Background: an optimization exercise with open tools, aiming at small area and a short achievable clock period. Do not read the settings as production practice.
In this exercise RTL edits were held to simulation tests only and were not proved equivalent to the original.
No driver is modelled on the clock port, so clocking that relies on it looks cheaper here than on a real chip.

==> flow/design.v, too long to show whole: its modules and the start of the top module <==
// module tnn_hidden_layer: 1904 lines
// module tnn_fa: 10 lines
// module tnn_ha: 9 lines
// module tnn_output_layer: 343 lines
// module tnn_argmax_narrow: 17 lines
// module tnn_argmax_step: 9 lines
// module tnn_argmax_pick: 19 lines
// module tnn_classifier: 41 lines
module tnn_classifier (
    input  logic                                         clk,
    input  logic                                         rst_n,
    input  tnn_pkg::feature_t [tnn_pkg::FEAT_CNT-1:0]    features,
    input  logic                                         features_valid,
    output logic [tnn_pkg::CLASS_BITS-1:0]               prediction,
    output logic                                         prediction_valid
);
  // ...
==> flow/flow/run.sh <==
#!/bin/bash
# Own layout flow: the standard flow (standard.sh, standard synthesis
# unchanged) with two changes:
#  - ports are buffered with buf_1 cells instead of the default choice;
#  - after clock-tree synthesis, post_cts.tcl delays the clock of the h_q,
#    a_q and m_q registers: useful skew between internal pipeline stages
#    only (the input register x_q and the output registers keep the tree's
#    clock).
# make's full output goes to flow_make.log here; ORFS keeps each step's log
# under orfs/logs.
set -euo pipefail
here=$(pwd)
export BUFFER_PORTS_ARGS="-buffer_cell sky130_fd_sc_hd__buf_1"
export POST_CTS_TCL="$here/flow/post_cts.tcl"
bash standard.sh > "$here/flow_make.log" 2>&1
==> flow/flow/post_cts.tcl <==
# Sourced by ORFS's cts.tcl after clock-tree synthesis (POST_CTS_TCL).
# Useful skew between internal pipeline stages only: the registers h_q, a_q
# and m_q (neither fed by input ports nor feeding output ports) get their
# clock later through delay cells; x_q and the output registers keep the
# tree's clock. The delay cells' strengths are then picked to balance the
# register-to-register stages; hold slack down to -0.2 ns is left to the
# hold repair after global routing, which pads the short paths. The stage
# estimates get a margin for what routing adds to them.
source [file join [file dirname [info script]] skew.tcl]

set_propagated_clock [all_clocks]
set dly sky130_fd_sc_hd__clkdlybuf4s25_1
my_skew_group "h_q*" root 3 $dly sky130_fd_sc_hd__clkbuf_8 8
my_skew_group "a_q*" root 2 $dly sky130_fd_sc_hd__clkbuf_8 8
my_skew_group "m_q*" leaf 1 $dly sky130_fd_sc_hd__clkbuf_4 8
my_skew_cleanup
my_clk_leaf_resize prediction* 0.09
my_skew_tune2 {h_q* a_q* m_q*} prediction* \
  {sky130_fd_sc_hd__clkdlybuf4s15_1 sky130_fd_sc_hd__clkdlybuf4s18_1 sky130_fd_sc_hd__clkdlybuf4s18_2 sky130_fd_sc_hd__clkdlybuf4s25_1 sky130_fd_sc_hd__clkdlybuf4s25_2 sky130_fd_sc_hd__clkdlybuf4s50_1} \
  -0.2 {0.25 0.1 0.2}
detailed_placement
==> flow/standard.sh <==
#!/bin/bash
# synth_recipe.tcl (not shown) runs the flow's synth.tcl, then flattens the netlist and writes it again
# the make line also repeats each setting of config.mk as NAME=value (left out here)
make -C /OpenROAD-flow-scripts/flow DESIGN_CONFIG=/design/flow/config.mk WORK_HOME=/design/flow/orfs CLKGATE_MAP_FILE= SYNTH_SCRIPT=/design/flow/synth_recipe.tcl "${@:-finish}"
==> flow/config.mk <==
export PLATFORM = sky130hd
export DESIGN_NAME = tnn_classifier
export DESIGN_NICKNAME = tnn_classifier
export VERILOG_FILES = /design/flow/design.v
export SDC_FILE = /design/flow/constraint.sdc
export NUM_CORES = 4
export LEC_CHECK = 0
export CAP_MARGIN = 20
export CORE_MARGIN = 2
export CORE_UTILIZATION = 65
export HOLD_SLACK_MARGIN = 0.05
export PLACE_DENSITY = 0.75
export SLEW_MARGIN = 20
export SYNTH_HIERARCHICAL = 1
==> flow/constraint.sdc <==
create_clock -name core_clock -period 22.0 [get_ports {clk}]
set_input_delay 4.4000 -clock core_clock [delete_from_list [all_inputs] [get_ports {clk}]]
set_output_delay 4.4000 -clock core_clock [all_outputs]
set_load 0.01 [all_outputs]
Not shown: flow/flow/skew.tcl
==> flow_summary.ini, run 1 <==
[grt]
met3_usage = 0.257
grt_start_max_net_pins = 19
use_met1 = 0.627
grt_pass1_vias = 17886
grt.busiest_layer = met2
grt_pass1_wl_um = 124000

[cells_and_area]
layout.cells.non_filler = 2378
mostFrequentLayoutCells = fa_1, inv_1, dfxtp_1, ha_1, buf_1
design_area_um2 = 25200
drive_above_1_share = 0.0571
nNetsFinal = 2799
largest_reg_flops = 64
multi_input_area_share = 0.743

[min_path]
holdCritStartpoint = x_q[15]
hold_path_end = h_q[7]

[routing]
wl_um = 85500
vias_per_cell = 6.57
wl_met3_um = 13500
drtIter0Drc = 1851

[synth]
syn_inst = 1826
netlist_area_um2 = 23900

[status]
status = no timing/DRC/antenna violations

[setup_path]
critical_path_class = register to register
worst_r2r_endpoint = h_q[26]
path_common_cell = fa_1
path_buf_inv = 2
critPathSlowestCell = fa_1
cp_num_cells = 16
r2r_start = x_q[28]

[flow_run]
cap_violations = 0

[timing]
setup_tns_ns = 0
fmax_ghz = 0.180

[floorplan]
die_w_um = 196
nWellTaps = 468
==> inputs of run 2 (changes only) <==
--- a/flow/config.mk
+++ b/flow/config.mk
@@ -8,7 +8,6 @@
 export CAP_MARGIN = 20
 export CORE_MARGIN = 2
-export CORE_UTILIZATION = 65
+export CORE_UTILIZATION = 40
 export HOLD_SLACK_MARGIN = 0.05
-export PLACE_DENSITY = 0.75
 export SLEW_MARGIN = 20
 export SYNTH_HIERARCHICAL = 1
==> flow_summary.ini, run 2 <==
[floorplan]
dieArea_um2 = 61700
fp.dieH_um = 248
ios = 72
start_util = 0.404
num_rows = 89
coreArea_um2 = 59000
die_w_um = 248

[synth]
syn_inst = 1826
syn-num-nets = 2728
netlist_area_um2 = 23900
synth.avg_cell_area_um2 = 13.1
yosysWarnings = 13

[timing]
relSlewSlack = 0.441
grt_setup_unrepaired = no
min_period_over_period = 0.248
fin_worst_skew_ns = 1.27
setup_tns_ns = 0
setup_viol = 0
fmax_ghz = 0.183
fin_crit_ns = 5.45
hold_viol = 0
worstMarginPinSlew_ns = 0.838
slew_viol_final = 0

[cells_and_area]
drive_above_1_share = 0.0555
area_growth_pct = 7.24
regMostFlops = x_q
reg_top3 = x_q: 64 flops, a_q: 50 flops, h_q: 39 flops
design_area_um2 = 25600
seq_area_um2 = 3470
multi_input_area_um2 = 18700
antenna_cells = 0
final_common_cell = fa_1
nNetsFinal = 2800
largest_reg_flops = 64
final_util = 0.434
fill_cells = 5494
mostFrequentLayoutCells = fa_1, inv_1, dfxtp_1, ha_1, buf_1

[setup_path]
r2r_start = x_q[60]
critical_path_class = register to register
cp.arrival_ns = 7.05
crit_chain = ha_1, ha_1, ha_1, fa_1, fa_1, fa_1, fa_1, fa_1, fa_1, fa_1, fa_1, fa_1, nor3_1, nand2_1, xnor2_1
slowest_delay_ns = 0.61
worst_r2r_endpoint = h_q[28]
cp_top_family = adder cells
cp-start-kind = register
worstPathRequired_ns = 23.60
critPathMaxFanout = 6
regToRegSetupSlack_ns = 16.55
r2r_cells = 15
path_buf_inv = 0
critPathSlowestCell = dfxtp_1
path_common_cell = fa_1
crit_path_end_kind = register

[grt]
grt_overflow = 0
grt_pass1_vias = 17153
grt.total_usage = 0.292
antenna_found_initial = 1
grt_pass1_wl_um = 118000
grt_start_max_net_pins = 19

[placement]
io_buffers = 71
place_area_um2 = 24800
place_congestion = 1.02
dp_hpwl_um = 71500

[flow_run]
cap_violations = 0

[status]
status = no timing/DRC/antenna violations

[clocking]
clk_pin_slew_worst_paths_ns = 0.08
cts_tree = yes
insertion_delay_ns = 1.73
numClockSinks = 172

[min_path]
hold_path_end = h_q[30]
min_path_type = register to register
min_path_cells = 6
holdCritStartpoint = x_q[47]

[routing]
drc = 0
wl_um = 81000
drtIter0Drc = 1495
drt-pass1-iter-count = 5
drt.antenna.violating_nets = 0
vias_per_cell = 5.57
wl_per_cell_um = 30.2
vias = 14947
[run 2: cell count changes in the layout (fill, tap and decap cells not counted), moves of 2 or more]
cell,change
clkinv_4,-2
clkbuf_4,+2
clkdlybuf4s18_1,-3
dlygate4sd3_1,+4
buf_4,-3
clkdlybuf4s25_1,+3
clkbuf_16,-2
[run 2: layout make-up, clock buffers not listed]
| cell class | count | share of cell area |
|---|---|---|
| clock inverters | 15 | 0.00821 |
| flip-flops and latches | 172 | 0.135 |
| well taps | 773 | 0.0378 |
| multi-input cells | 1271 | 0.732 |
| inverters | 323 | 0.0474 |
| repair buffers | 92 | 0.0172 |
[run 2: worst register-to-register path, cell delays in order, from the launching register on]
cell and delay [ns]:
dfxtp_1 0.61, ha_1 0.54, ha_1 0.50, ha_1 0.36
fa_1 0.39, fa_1 0.42, fa_1 0.52, fa_1 0.49
fa_1 0.51, fa_1 0.43, fa_1 0.43, fa_1 0.43
fa_1 0.44, nor3_1 0.14, nand2_1 0.09, xnor2_1 0.28
[run 2: per-stage QoR]
stage	setup slack [ns]	instances	hold slack [ns]
after floorplan	15.89	1826	0.331
after global placement	15.35	2625	0.343
after global routing	16.51	2684	0.0585
final	16.55	2684	0.0661
after detailed placement	15.35	2625	0.337
[run 2: worst max path at each step]
stage	from	endpoint	slack, ns	cells after the start
finish	x_q[60]	h_q[28]	16.55	15
global route	x_q[48]	h_q[30]	16.51	15
detailed placement	x_q[60]	h_q[28]	15.35	15
global placement	x_q[60]	h_q[28]	15.35	15
floorplan	x_q[48]	h_q[30]	15.89	16
[run 2: layer usage]
layer  track usage  share of wire
met1         0.389           0.41
met2         0.444           0.46
met3        0.0743          0.084
met4         0.145          0.052
met5             0        0.00025
==> inputs of run 3 (changes only) <==
--- a/flow/flow/post_cts.tcl
+++ b/flow/flow/post_cts.tcl
@@ -4,5 +4,5 @@
 # clock later through delay cells; x_q and the output registers keep the
 # tree's clock. The delay cells' strengths are then picked to balance the
-# register-to-register stages; hold slack down to -0.2 ns is left to the
+# register-to-register stages; hold slack down to -0.3 ns is left to the
 # hold repair after global routing, which pads the short paths. The stage
 # estimates get a margin for what routing adds to them.
@@ -15,7 +15,6 @@
 my_skew_group "m_q*" leaf 1 $dly sky130_fd_sc_hd__clkbuf_4 8
 my_skew_cleanup
-my_clk_leaf_resize prediction* 0.09
 my_skew_tune2 {h_q* a_q* m_q*} prediction* \
   {sky130_fd_sc_hd__clkdlybuf4s15_1 sky130_fd_sc_hd__clkdlybuf4s18_1 sky130_fd_sc_hd__clkdlybuf4s18_2 sky130_fd_sc_hd__clkdlybuf4s25_1 sky130_fd_sc_hd__clkdlybuf4s25_2 sky130_fd_sc_hd__clkdlybuf4s50_1} \
-  -0.2 {0.25 0.1 0.2}
+  -0.3 {0.3 0.1 0.15}
 detailed_placement
==> flow_summary.ini, run 3 <==
[timing]
fin_ws_ns = 16.60
setup_viol = 0
min_period_over_period = 0.245
fmax_ghz = 0.185
grt_setup_unrepaired = no
worstMarginPinSlew_ns = 0.833
fin_crit_ns = 5.40
relSlewSlack = 0.443
whs_ns = 0.104
setup_tns_ns = 0
fin_worst_skew_ns = 1.35
hold_viol = 0
slew_viol_final = 0

[setup_path]
critPathMaxFanout = 1
critical_path_class = register to output pin
slowest_delay_ns = 0.37
worstPathRequired_ns = 17.60
cp.arrival_ns = 1.00
critPathSlowestCell = dfrtp_1
cp-start-kind = register
cp_top_family = flip-flops
startpoint = prediction_valid
crit_path_end_kind = output pin
r2r_start = x_q[60]
path_buf_inv = 1
crit_chain = buf_1

[cells_and_area]
nNetsFinal = 2806
mostFrequentLayoutCells = fa_1, inv_1, dfxtp_1, ha_1, buf_1
area_growth_pct = 7.96
reg_top3 = x_q: 64 flops, a_q: 50 flops, h_q: 39 flops
final_common_cell = fa_1
fill_cells = 5466
regMostFlops = x_q
antenna_cells = 0
layout.cells.non_filler = 2690
largest_reg_flops = 64
final_util = 0.437
drive_above_1_share = 0.0553

[placement]
dp_hpwl_um = 71500
place_congestion = 1.02
place_ws_ns = 15.35
io_buffers = 71
dp.cells = 2625

[routing]
wl_per_cell_um = 30.1
drtIter0Drc = 1481
drt.antenna.violating_nets = 0
drc = 0
wl_um = 80900
drt-pass1-iter-count = 8
vias_per_cell = 5.58
vias = 15012

[synth]
netlist_area_um2 = 23900
syn_inst = 1826
yosysWarnings = 13
syn-num-nets = 2728
synth.avg_cell_area_um2 = 13.1

[flow_run]
cap_violations = 0

[floorplan]
fp.dieH_um = 248
num_rows = 89
coreArea_um2 = 59000
ios = 72
dieArea_um2 = 61700
start_util = 0.404
die_w_um = 248

[grt]
grt.total_usage = 0.292
grt_overflow = 0
grt_pass1_wl_um = 118000
grt_pass1_vias = 17149
antenna_found_initial = 1
grt_start_max_net_pins = 19

[status]
status = no timing/DRC/antenna violations

[clocking]
insertion_delay_ns = 1.84
cts_tree = yes
numClockSinks = 172
clk_pin_slew_worst_paths_ns = 0.09

[min_path]
min_path_type = register to register
holdCritStartpoint = x_q[31]
[run 3: per-layer routing]
layer / up-vias / wire length [um] / share of wire / GRT usage
li1: 5840 / - / - / -
met1: 8199 / 32700 / 0.40 / 0.389
met2: 805 / 37100 / 0.46 / 0.444
met3: 166 / 6930 / 0.086 / 0.0763
met4: 2 / 4130 / 0.051 / 0.143
met5: - / 20 / 0.00025 / 0
[run 3: stage by stage]
stage	area [um^2]
final	25800
after global routing	25800
after detailed placement	24800
after global placement	24800
after floorplan	23900
[run 3: final cells by class, clock buffers not listed]
type | count | area [um^2] | share of cell area
multi-input combinational | 1271 | 18700 | 0.727
sequential | 172 | 3470 | 0.135
inverter | 323 | 1210 | 0.0470
tap | 773 | 967 | 0.0375
timing repair buffer | 98 | 499 | 0.0194
clock inverter | 15 | 210 | 0.00816
[run 3: path summary, 6_finish.rpt]
path / end / slack [ns] / depth (start not counted)
max: prediction_valid / 16.60 / 1
min: h_q[9] / 0.10 / 5
max reg2reg: h_q[28] / 16.65 / 15
min reg2reg: h_q[9] / 0.10 / 5
max in group asynchronous: v0_q / 18.08 / 1
min in group asynchronous: prediction_valid / 3.72 / 1
==> inputs of run 4 (changes only) <==
--- a/flow/config.mk
+++ b/flow/config.mk
@@ -8,6 +8,7 @@
 export CAP_MARGIN = 20
 export CORE_MARGIN = 2
-export CORE_UTILIZATION = 40
+export CORE_UTILIZATION = 65
 export HOLD_SLACK_MARGIN = 0.05
+export PLACE_DENSITY = 0.75
 export SLEW_MARGIN = 20
 export SYNTH_HIERARCHICAL = 1
==> flow_summary.ini, run 4 <==
[status]
status = no timing/DRC/antenna violations

[cells_and_area]
mostFrequentLayoutCells = fa_1, inv_1, dfxtp_1, ha_1, buf_1
area_growth_pct = 6.26
layout.cells.non_filler = 2384
antenna_cells = 0
drive_above_1_share = 0.0569
nNetsFinal = 2805
regMostFlops = x_q
largest_reg_flops = 64
final_common_cell = fa_1
reg_top3 = x_q: 64 flops, a_q: 50 flops, h_q: 39 flops

[min_path]
holdCritStartpoint = x_q[7]
min_path_cells = 6
hold_path_end = h_q[2]
min_path_type = register to register

[placement]
place_ws_ns = 15.38
place_congestion = 1.10
io_buffers = 71
dp_hpwl_um = 73200
dp.cells = 2323

[setup_path]
worst_r2r_endpoint = h_q[26]
crit_chain = inv_1, ha_1, fa_1, fa_1, fa_1, fa_1, fa_1, fa_1, inv_1, fa_1, ha_1, or2_2, fa_1, nand2_1, a211oi_1, xor2_1
r2r_start = x_q[28]
path_buf_inv = 2
r2r_cells = 16
worstPathRequired_ns = 23.67
crit_path_end_kind = register
critical_path_class = register to register
slowest_delay_ns = 1.04
regToRegSetupSlack_ns = 16.52
cp-start-kind = register
cp.arrival_ns = 7.16
critPathSlowestCell = fa_1
cp_top_family = adder cells
critPathMaxFanout = 6
path_common_cell = fa_1

[timing]
fmax_ghz = 0.182
whs_ns = 0.0319
fin_worst_skew_ns = 1.28
min_period_over_period = 0.249
hold_viol = 0
slew_viol_final = 0
setup_viol = 0
setup_tns_ns = 0
worstMarginPinSlew_ns = 0.932
fin_ws_ns = 16.52
relSlewSlack = 0.378
fin_crit_ns = 5.48
grt_setup_unrepaired = no

[grt]
grt_pass1_wl_um = 124000
grt_overflow = 0
grt_start_max_net_pins = 19
grt.busiest_layer = met2
met3_usage = 0.260
antenna_found_initial = 4
grt.total_usage = 0.500
grt_pass1_vias = 17892
use_met1 = 0.625
grt_use_met2 = 0.677

[routing]
wl_um = 85300
drtIter0Drc = 1879
drt.antenna.violating_nets = 0
drc = 0
vias_per_cell = 6.60
wl_per_cell_um = 35.8
drt-pass1-iter-count = 9
vias = 15744

[synth]
syn-num-nets = 2728
syn_inst = 1826
netlist_area_um2 = 23900
yosysWarnings = 13
synth.avg_cell_area_um2 = 13.1

[floorplan]
dieArea_um2 = 38300
start_util = 0.657
num_rows = 70
coreArea_um2 = 36300
fp.dieH_um = 196
ios = 72
die_w_um = 196

[clocking]
clk_pin_slew_worst_paths_ns = 0.09
insertion_delay_ns = 1.74
cts_tree = yes
numClockSinks = 172

[flow_run]
cap_violations = 0
## run 4: cell types whose count changed in the layout (fill, tap and decap cells not counted)
| cell | change |
|---|---|
| dlygate4sd3_1 | -4 |
| buf_4 | +3 |
| clkdlybuf4s25_1 | +2 |
| clkinv_4 | +2 |
| bufinv_16 | -1 |
| clkdlybuf4s18_1 | -1 |
| clkdlybuf4s50_1 | -1 |
| clkinv_8 | +1 |
| clkinvlp_4 | -1 |
| inv_12 | +1 |
| inv_6 | -1 |
| inv_8 | -1 |
## run 4: layer usage
metal | wire length, um | up-vias
li1 | - | 5832
met1 | 29700 | 8245
met2 | 34700 | 1288
met3 | 13400 | 373
met4 | 7330 | 6
met5 | 126 | -
## run 4: worst reg2reg max path: stages (launching register included)
cell      delay, ns
dfxtp_1        0.64
inv_1          0.25
ha_1           0.26
fa_1           0.39
fa_1           0.39
fa_1           1.04
fa_1           0.71
fa_1           0.48
fa_1           0.50
inv_1          0.06
fa_1           0.38
ha_1           0.30
or2_2          0.31
fa_1           0.48
nand2_1        0.05
a211oi_1       0.27
xor2_1         0.18
## run 4: worst max path at each step
stage,end,from,cells past startpoint
5_1_grt,h_q[26],x_q[28],16
3_3_place_gp,h_q[30],x_q[48],15
6_report,h_q[26],x_q[28],16
3_5_place_dp,h_q[30],x_q[48],15
2_1_floorplan,h_q[30],x_q[48],16
## run 4: stage by stage
step | instance area (um^2) | util
detailed placement | 24400 | 0.671
floorplan | 23900 | -
global route | 25400 | 0.698
global placement | 24400 | 0.671
finish | 25400 | 0.698
## run 4: final cells by class, clock buffers not listed
cell class,instances,area (um^2)
Multi-Input combinational cell,1271,18700
Fill cell,2593,11000
Inverter,323,1210
Clock inverter,15,203
Sequential cell,172,3470
Tap cell,468,586
Timing Repair Buffer,97,482
==> inputs of run 5 (changes only) <==
--- a/flow/flow/post_cts.tcl
+++ b/flow/flow/post_cts.tcl
@@ -4,5 +4,5 @@
 # clock later through delay cells; x_q and the output registers keep the
 # tree's clock. The delay cells' strengths are then picked to balance the
-# register-to-register stages; hold slack down to -0.3 ns is left to the
+# register-to-register stages; hold slack down to -0.45 ns is left to the
 # hold repair after global routing, which pads the short paths. The stage
 # estimates get a margin for what routing adds to them.
@@ -17,4 +17,4 @@
 my_skew_tune2 {h_q* a_q* m_q*} prediction* \
   {sky130_fd_sc_hd__clkdlybuf4s15_1 sky130_fd_sc_hd__clkdlybuf4s18_1 sky130_fd_sc_hd__clkdlybuf4s18_2 sky130_fd_sc_hd__clkdlybuf4s25_1 sky130_fd_sc_hd__clkdlybuf4s25_2 sky130_fd_sc_hd__clkdlybuf4s50_1} \
-  -0.3 {0.3 0.1 0.15}
+  -0.45 {0.2 0.1 0.15}
 detailed_placement
--- a/flow/config.mk
+++ b/flow/config.mk
@@ -8,7 +8,6 @@
 export CAP_MARGIN = 20
 export CORE_MARGIN = 2
-export CORE_UTILIZATION = 65
+export CORE_UTILIZATION = 40
 export HOLD_SLACK_MARGIN = 0.05
-export PLACE_DENSITY = 0.75
 export SLEW_MARGIN = 20
 export SYNTH_HIERARCHICAL = 1
==> flow_summary.ini, run 5 <==
[status]
status = no timing/DRC/antenna violations

[timing]
fin_crit_ns = 5.44
worstMarginPinSlew_ns = 0.842
hold_viol = 0
setup_viol = 0
relSlewSlack = 0.437
fin_worst_skew_ns = 1.49
setup_tns_ns = 0
min_period_over_period = 0.247
fmax_ghz = 0.184
grt_setup_unrepaired = no
slew_viol_final = 0

[setup_path]
crit_chain = ha_1, fa_1, inv_1, fa_1, fa_1, fa_1, dlygate4sd3_1, fa_1, fa_1, fa_1, inv_1, fa_1, fa_1, nand2_1, nor3b_1, a2111oi_0, nand3_1
cp-start-kind = register
critPathSlowestCell = fa_1
cp.arrival_ns = 7.27
critPathMaxFanout = 6
slowest_delay_ns = 0.76
crit_path_end_kind = register
critical_path_class = register to register
path_common_cell = fa_1
worstPathRequired_ns = 23.83

[floorplan]
ios = 72
coreArea_um2 = 59000
die_w_um = 248
num_rows = 89
start_util = 0.404
dieArea_um2 = 61700
fp.dieH_um = 248

[cells_and_area]
nNetsFinal = 2830
drive_above_1_share = 0.0546
largest_reg_flops = 64
final_common_cell = fa_1
mostFrequentLayoutCells = fa_1, inv_1, dfxtp_1, ha_1, buf_1
area_growth_pct = 8.97
fill_cells = 5453
regMostFlops = x_q
antenna_cells = 0
reg_top3 = x_q: 64 flops, a_q: 50 flops, h_q: 39 flops

[clocking]
cts_tree = yes
numClockSinks = 172
insertion_delay_ns = 1.98
clk_pin_slew_worst_paths_ns = 0.08

[synth]
netlist_area_um2 = 23900
yosysWarnings = 13
syn_inst = 1826
synth.avg_cell_area_um2 = 13.1
syn-num-nets = 2728

[routing]
vias_per_cell = 5.57
wl_per_cell_um = 30.1
wl_um = 81700
drc = 0
vias = 15106
drtIter0Drc = 1426
drt.antenna.violating_nets = 0
drt-pass1-iter-count = 5

[placement]
dp_hpwl_um = 71500
io_buffers = 71
place_congestion = 1.02

[grt]
grt_pass1_wl_um = 118000
grt_pass1_vias = 17149
antenna_found_initial = 1
grt.total_usage = 0.292
grt_overflow = 0
grt_start_max_net_pins = 19

[flow_run]
cap_violations = 0

[min_path]
min_path_type = register to register
==> run 5: path summary, 6_finish.rpt <==
check                       start                to  slack (ns)  cells after the start
setup reg to reg           x_q[8]            h_q[0]       16.56                     17
hold / removal             x_q[0]           h_q[20]        0.10                      6
hold reg to reg            x_q[0]           h_q[20]        0.10                      6
min in group asynchronous   rst_n  prediction_valid        3.73                      1
max in group asynchronous   rst_n              v0_q       18.08                      1
setup / recovery           x_q[8]            h_q[0]       16.56                     17
==> run 5: through the flow <==
step,hold WS [ns],area [um^2],std cells,setup slack (ns),utilization
after floorplan,0.331,23900,1826,15.89,-
after global placement,0.343,24800,2625,15.35,0.420
after detailed placement,0.337,24800,2625,15.35,0.420
after global routing,0.0507,26000,2714,16.40,0.441
final,0.103,26000,2714,16.56,0.441
==> run 5: cell type report, clock buffers not listed <==
| type | count | area (um^2) | area share |
|---|---|---|---|
| flip-flops and latches | 172 | 3470 | 0.133 |
| multi-input cells | 1271 | 18700 | 0.720 |
| well taps | 773 | 967 | 0.0372 |
| repair buffers | 122 | 739 | 0.0284 |
| clock inverters | 15 | 210 | 0.00808 |
| inverters | 323 | 1210 | 0.0466 |
==> run 5: worst max-delay path: cells and delay by family, from the launching register on <==
| family | cells | cell delay [ns] |
|---|---|---|
| DFF | 1 | 0.48 |
| and+or+nand+nor | 3 | 0.29 |
| buffers and inverters | 3 | 0.93 |
| AOI/OAI and AO/OA | 1 | 0.35 |
| adders and majority gates | 10 | 4.69 |
==> run 5: routing by layer <==
| layer | vias to the layer above | GRT usage | part of all wire |
|---|---|---|---|
| li1 | 5884 | - | - |
| met1 | 8229 | 0.389 | 0.40 |
| met2 | 815 | 0.444 | 0.45 |
| met3 | 176 | 0.0763 | 0.092 |
| met4 | 2 | 0.143 | 0.055 |
| met5 | - | 0 | 0.00024 |
==> inputs of run 6 (changes only) <==
--- a/flow/flow/post_cts.tcl
+++ b/flow/flow/post_cts.tcl
@@ -4,5 +4,5 @@
 # clock later through delay cells; x_q and the output registers keep the
 # tree's clock. The delay cells' strengths are then picked to balance the
-# register-to-register stages; hold slack down to -0.45 ns is left to the
+# register-to-register stages; hold slack down to -0.35 ns is left to the
 # hold repair after global routing, which pads the short paths. The stage
 # estimates get a margin for what routing adds to them.
@@ -17,4 +17,4 @@
 my_skew_tune2 {h_q* a_q* m_q*} prediction* \
   {sky130_fd_sc_hd__clkdlybuf4s15_1 sky130_fd_sc_hd__clkdlybuf4s18_1 sky130_fd_sc_hd__clkdlybuf4s18_2 sky130_fd_sc_hd__clkdlybuf4s25_1 sky130_fd_sc_hd__clkdlybuf4s25_2 sky130_fd_sc_hd__clkdlybuf4s50_1} \
-  -0.45 {0.2 0.1 0.15}
+  -0.35 {0.15 0.1 0.15}
 detailed_placement
==> flow_summary.ini, run 6 <==
[status]
status = no timing/DRC/antenna violations

[floorplan]
num_rows = 89
dieArea_um2 = 61700
coreArea_um2 = 59000
start_util = 0.404
fp.dieH_um = 248
ios = 72
die_w_um = 248

[cells_and_area]
regMostFlops = x_q
largest_reg_flops = 64
final_common_cell = fa_1
fill_cells = 5461
nNetsFinal = 2818
antenna_cells = 0
area_growth_pct = 8.46
design_area_um2 = 25900
final_util = 0.439
drive_above_1_share = 0.0550
mostFrequentLayoutCells = fa_1, inv_1, dfxtp_1, ha_1, buf_1
reg_top3 = x_q: 64 flops, a_q: 50 flops, h_q: 39 flops

[routing]
vias_per_cell = 5.56
wl_per_cell_um = 30.1
drtIter0Drc = 1512
drc = 0
drt-pass1-iter-count = 6
wl_um = 81300
drt.antenna.violating_nets = 0
vias = 15034

[placement]
io_buffers = 71
place_area_um2 = 24800
place_congestion = 1.02
dp_hpwl_um = 71500

[synth]
yosysWarnings = 13
syn_inst = 1826
syn-num-nets = 2728
netlist_area_um2 = 23900
synth.avg_cell_area_um2 = 13.1

[timing]
fin_worst_skew_ns = 1.41
setup_tns_ns = 0
worstMarginPinSlew_ns = 0.847
min_period_over_period = 0.245
hold_viol = 0
slew_viol_final = 0
fmax_ghz = 0.185
grt_setup_unrepaired = no
setup_viol = 0
relSlewSlack = 0.434
fin_crit_ns = 5.39

[grt]
grt_start_max_net_pins = 19
grt.total_usage = 0.292
antenna_found_initial = 1
grt_pass1_wl_um = 118000
grt_overflow = 0
grt_pass1_vias = 17149

[clocking]
clk_pin_slew_worst_paths_ns = 0.07
cts_tree = yes
insertion_delay_ns = 1.90
numClockSinks = 172

[setup_path]
critical_path_class = register to output pin
cp.arrival_ns = 0.99
slowest_delay_ns = 0.37
critPathSlowestCell = dfrtp_1
crit_chain = buf_1
cp_top_family = flip-flops
worstPathRequired_ns = 17.60
crit_path_end_kind = output pin
cp-start-kind = register
path_buf_inv = 1
critPathMaxFanout = 1

[flow_run]
cap_violations = 0

[min_path]
min_path_type = register to register
-- run 6: cell types whose count changed in the layout (fill, tap and decap cells not counted) --
cell,previous run,this run
dlygate4sd3_1,36,24
clkdlybuf4s15_1,4,5
clkdlybuf4s25_1,2,1
-- run 6: final timing paths --
| check | from | end | slack (ns) | cells past startpoint |
|---|---|---|---|---|
| setup / recovery | prediction_valid | prediction_valid | 16.61 | 1 |
| min in group asynchronous | rst_n | prediction_valid | 3.73 | 1 |
| hold / removal | x_q[10] | h_q[24] | 0.15 | 7 |
| max in group asynchronous | rst_n | v0_q | 18.08 | 1 |
| hold reg to reg | x_q[10] | h_q[24] | 0.15 | 7 |
| setup reg to reg | x_q[60] | h_q[25] | 16.67 | 14 |
-- run 6: cell type report, clock buffers not listed --
cell class                      count  area, um^2  share of cell area
Multi-Input combinational cell   1271       18700               0.724
Sequential cell                   172        3470               0.134
Inverter                          323        1210              0.0468
Tap cell                          773         967              0.0374
Timing Repair Buffer              110         619              0.0239
Clock inverter                     15         210             0.00812
-- run 6: metrics by stage --
step / setup slack [ns] / instances / hold WS (ns)
3_5_place_dp: 15.35 / 2625 / 0.337
5_1_grt: 16.56 / 2702 / 0.0707
3_3_place_gp: 15.35 / 2625 / 0.343
6_report: 16.61 / 2702 / 0.147
2_1_floorplan: 15.89 / 1826 / 0.331
-- run 6: layer usage --
layer	wire length, um	global-route usage	up-vias	share of wire
li1	-	-	5861	-
met1	32600	0.389	8208	0.40
met2	37200	0.444	786	0.46
met3	7340	0.0763	177	0.090
met4	4240	0.143	2	0.052
met5	20	0	-	0.00025
==> inputs of run 7 (changes only) <==
--- a/flow/flow/post_cts.tcl
+++ b/flow/flow/post_cts.tcl
@@ -4,7 +4,8 @@
 # clock later through delay cells; x_q and the output registers keep the
 # tree's clock. The delay cells' strengths are then picked to balance the
-# register-to-register stages; hold slack down to -0.35 ns is left to the
-# hold repair after global routing, which pads the short paths. The stage
-# estimates get a margin for what routing adds to them.
+# register-to-register stages (hold slack down to -0.4 ns); the short paths
+# are then padded by the hold repair and the delays picked again around the
+# pads with hold slack kept positive. The stage estimates get a margin for
+# what routing adds to them.
 source [file join [file dirname [info script]] skew.tcl]
 
@@ -17,4 +18,10 @@
 my_skew_tune2 {h_q* a_q* m_q*} prediction* \
   {sky130_fd_sc_hd__clkdlybuf4s15_1 sky130_fd_sc_hd__clkdlybuf4s18_1 sky130_fd_sc_hd__clkdlybuf4s18_2 sky130_fd_sc_hd__clkdlybuf4s25_1 sky130_fd_sc_hd__clkdlybuf4s25_2 sky130_fd_sc_hd__clkdlybuf4s50_1} \
-  -0.35 {0.15 0.1 0.15}
+  -0.4 {0.3 0.1 0.15}
+# pad the short paths now, with the skew in place, then tune again around
+# the pads (the stage estimates now include them)
+repair_timing -hold -hold_margin 0.1
+my_skew_tune2 {h_q* a_q* m_q*} prediction* \
+  {sky130_fd_sc_hd__clkdlybuf4s15_1 sky130_fd_sc_hd__clkdlybuf4s18_1 sky130_fd_sc_hd__clkdlybuf4s18_2 sky130_fd_sc_hd__clkdlybuf4s25_1 sky130_fd_sc_hd__clkdlybuf4s25_2 sky130_fd_sc_hd__clkdlybuf4s50_1} \
+  0.05 {0.3 0.1 0.15}
 detailed_placement
==> flow_summary.ini, run 7 <==
[setup_path]
regToRegSetupSlack_ns = 16.35
cp-start-kind = register
worstPathRequired_ns = 23.91
r2r_start = x_q[37]
critical_path_class = register to register
crit_path_end_kind = register
cp.arrival_ns = 7.56
critPathMaxFanout = 6
worst_r2r_endpoint = h_q[25]
startpoint = x_q[37]
r2r_cells = 14

[placement]
place_congestion = 1.02
place_ws_ns = 15.35
dp_hpwl_um = 71500
io_buffers = 71

[timing]
relSlewSlack = 0.451
fin_worst_skew_ns = 1.47
fin_crit_ns = 5.65
whs_ns = 0.106
slew_viol_final = 0
worstMarginPinSlew_ns = 0.822
fin_ws_ns = 16.35
setup_tns_ns = 0
hold_viol = 0
grt_setup_unrepaired = no
fmax_ghz = 0.177
setup_viol = 0
min_period_over_period = 0.257

[cells_and_area]
final_common_cell = fa_1
largest_reg_flops = 64
regMostFlops = x_q
mostFrequentLayoutCells = fa_1, inv_1, dfxtp_1, ha_1, buf_1
drive_above_1_share = 0.0548
area_growth_pct = 8.76
reg_top3 = x_q: 64 flops, a_q: 50 flops, h_q: 39 flops
nNetsFinal = 2825
antenna_cells = 0

[grt]
grt.total_usage = 0.293
grt_pass1_wl_um = 119000
grt_start_max_net_pins = 19
grt_overflow = 0
antenna_found_initial = 0
grt_pass1_vias = 17328

[synth]
synth.avg_cell_area_um2 = 13.1
syn_inst = 1826
syn-num-nets = 2728
yosysWarnings = 13
netlist_area_um2 = 23900

[floorplan]
dieArea_um2 = 61700
coreArea_um2 = 59000
die_w_um = 248
num_rows = 89
ios = 72
fp.dieH_um = 248
start_util = 0.404

[min_path]
holdCritStartpoint = x_q[55]
min_path_cells = 5
hold_path_end = h_q[18]
min_path_type = register to register

[routing]
vias = 15174
wl_um = 81400
drt.antenna.violating_nets = 0
drc = 0
wl_per_cell_um = 30.0
drtIter0Drc = 1619
vias_per_cell = 5.60
drt-pass1-iter-count = 5

[status]
status = no timing/DRC/antenna violations

[flow_run]
cap_violations = 0

[clocking]
clk_pin_slew_worst_paths_ns = 0.09
insertion_delay_ns = 1.96
cts_tree = yes
numClockSinks = 172
==> run 7: changes by cell type in the layout (fill, tap and decap cells not counted), sizes merged <==
cell and delta:
dlygate4sd3 +7, clkdlybuf4s15 -1, clkdlybuf4s25 +1
==> run 7: critical path, cell delays in order, from the launching register on <==
cell,delay (ns)
dfxtp_1,0.61
dlygate4sd3_1,0.64
inv_1,0.13
fa_1,0.48
fa_1,0.40
fa_1,0.96
fa_1,0.65
fa_1,0.51
fa_1,0.76
inv_1,0.11
fa_1,0.40
fa_1,0.40
a221oi_1,0.31
o2bb2ai_1,0.14
dlygate4sd3_1,0.55
==> run 7: layout make-up, clock buffers not listed <==
cell class | count | area, um^2
clock inverter | 15 | 210
fill | 5454 | 33100
inverter | 323 | 1210
multi-input combinational | 1271 | 18700
sequential | 172 | 3470
tap | 773 | 967
timing repair buffer | 117 | 689
==> run 7: worst max path at each step <==
| stage | endpoint | slack (ns) | depth (start not counted) |
|---|---|---|---|
| final | h_q[25] | 16.35 | 14 |
| after floorplan | h_q[30] | 15.89 | 16 |
| after global placement | h_q[28] | 15.35 | 15 |
| after detailed placement | h_q[28] | 15.35 | 15 |
| after global routing | h_q[25] | 16.25 | 14 |
==> run 7: through the flow <==
| step | util | instances | cell area [um^2] |
|---|---|---|---|
| 2_1_floorplan | - | 1826 | 23900 |
| 3_3_place_gp | 0.420 | 2625 | 24800 |
| 3_5_place_dp | 0.420 | 2625 | 24800 |
| 5_1_grt | 0.440 | 2709 | 26000 |
| 6_report | 0.440 | 2709 | 26000 |
==> run 7: layer usage <==
metal / vias to the layer above / global-route usage / routed length, um
met2: 851 / 0.447 / 37000
li1: 5888 / - / -
met5: - / 0 / 0
met1: 8239 / 0.389 / 32700
met3: 196 / 0.0809 / 7370
met4: 0 / 0.141 / 4360

afterwards: timing with drivers on the ports:
In the flow no input, the clock included, has a driving cell. The finished layouts below were timed again as built, in two steps. Step 1 sets driving cells, clkbuf_16 on the clock port and buf_2 on the other inputs (assumed; they add their load-dependent delay and slew). Step 2, shift: input delay + t, output delay - t, t = (earliest + latest rising clock arrival at the registers) / 2. This alone moves slack from input paths to output paths. Slacks: no drivers / after step 1 / after step 2; pairs: no drivers / after step 1.
| run | shift t [ns] | slack for setup (ns) | worst hold slack (ns) | clock arrival spread, ns | worst slew at a driven data input, ns |
|---|---|---|---|---|---|
| run 1 | 1.061 | 16.432 / 16.432 / 16.432 | 0.058 / 0.058 / 0.058 | 1.196 / 1.196 | 0.05 |
| run 2 | 1.159 | 16.550 / 16.550 / 16.550 | 0.066 / 0.066 / 0.066 | 1.276 / 1.277 | 0.05 |
| run 3 | 1.227 | 16.603 / 16.541 / 16.645 | 0.104 / 0.104 / 0.104 | 1.348 / 1.348 | 0.05 |
| run 4 | 1.143 | 16.518 / 16.518 / 16.518 | 0.032 / 0.032 / 0.032 | 1.308 / 1.309 | 0.05 |
| run 5 | 1.297 | 16.560 / 16.544 / 16.560 | 0.103 / 0.103 / 0.103 | 1.493 / 1.492 | 0.05 |
| run 6 | 1.256 | 16.606 / 16.543 / 16.673 | 0.147 / 0.147 / 0.147 | 1.413 / 1.414 | 0.05 |
| run 7 | 1.285 | 16.349 / 16.349 / 16.349 | 0.106 / 0.106 / 0.106 | 1.473 / 1.473 | 0.05 |
Clock arrivals are far apart in every run listed, so t is only a midpoint there and step 2 fits no single register.
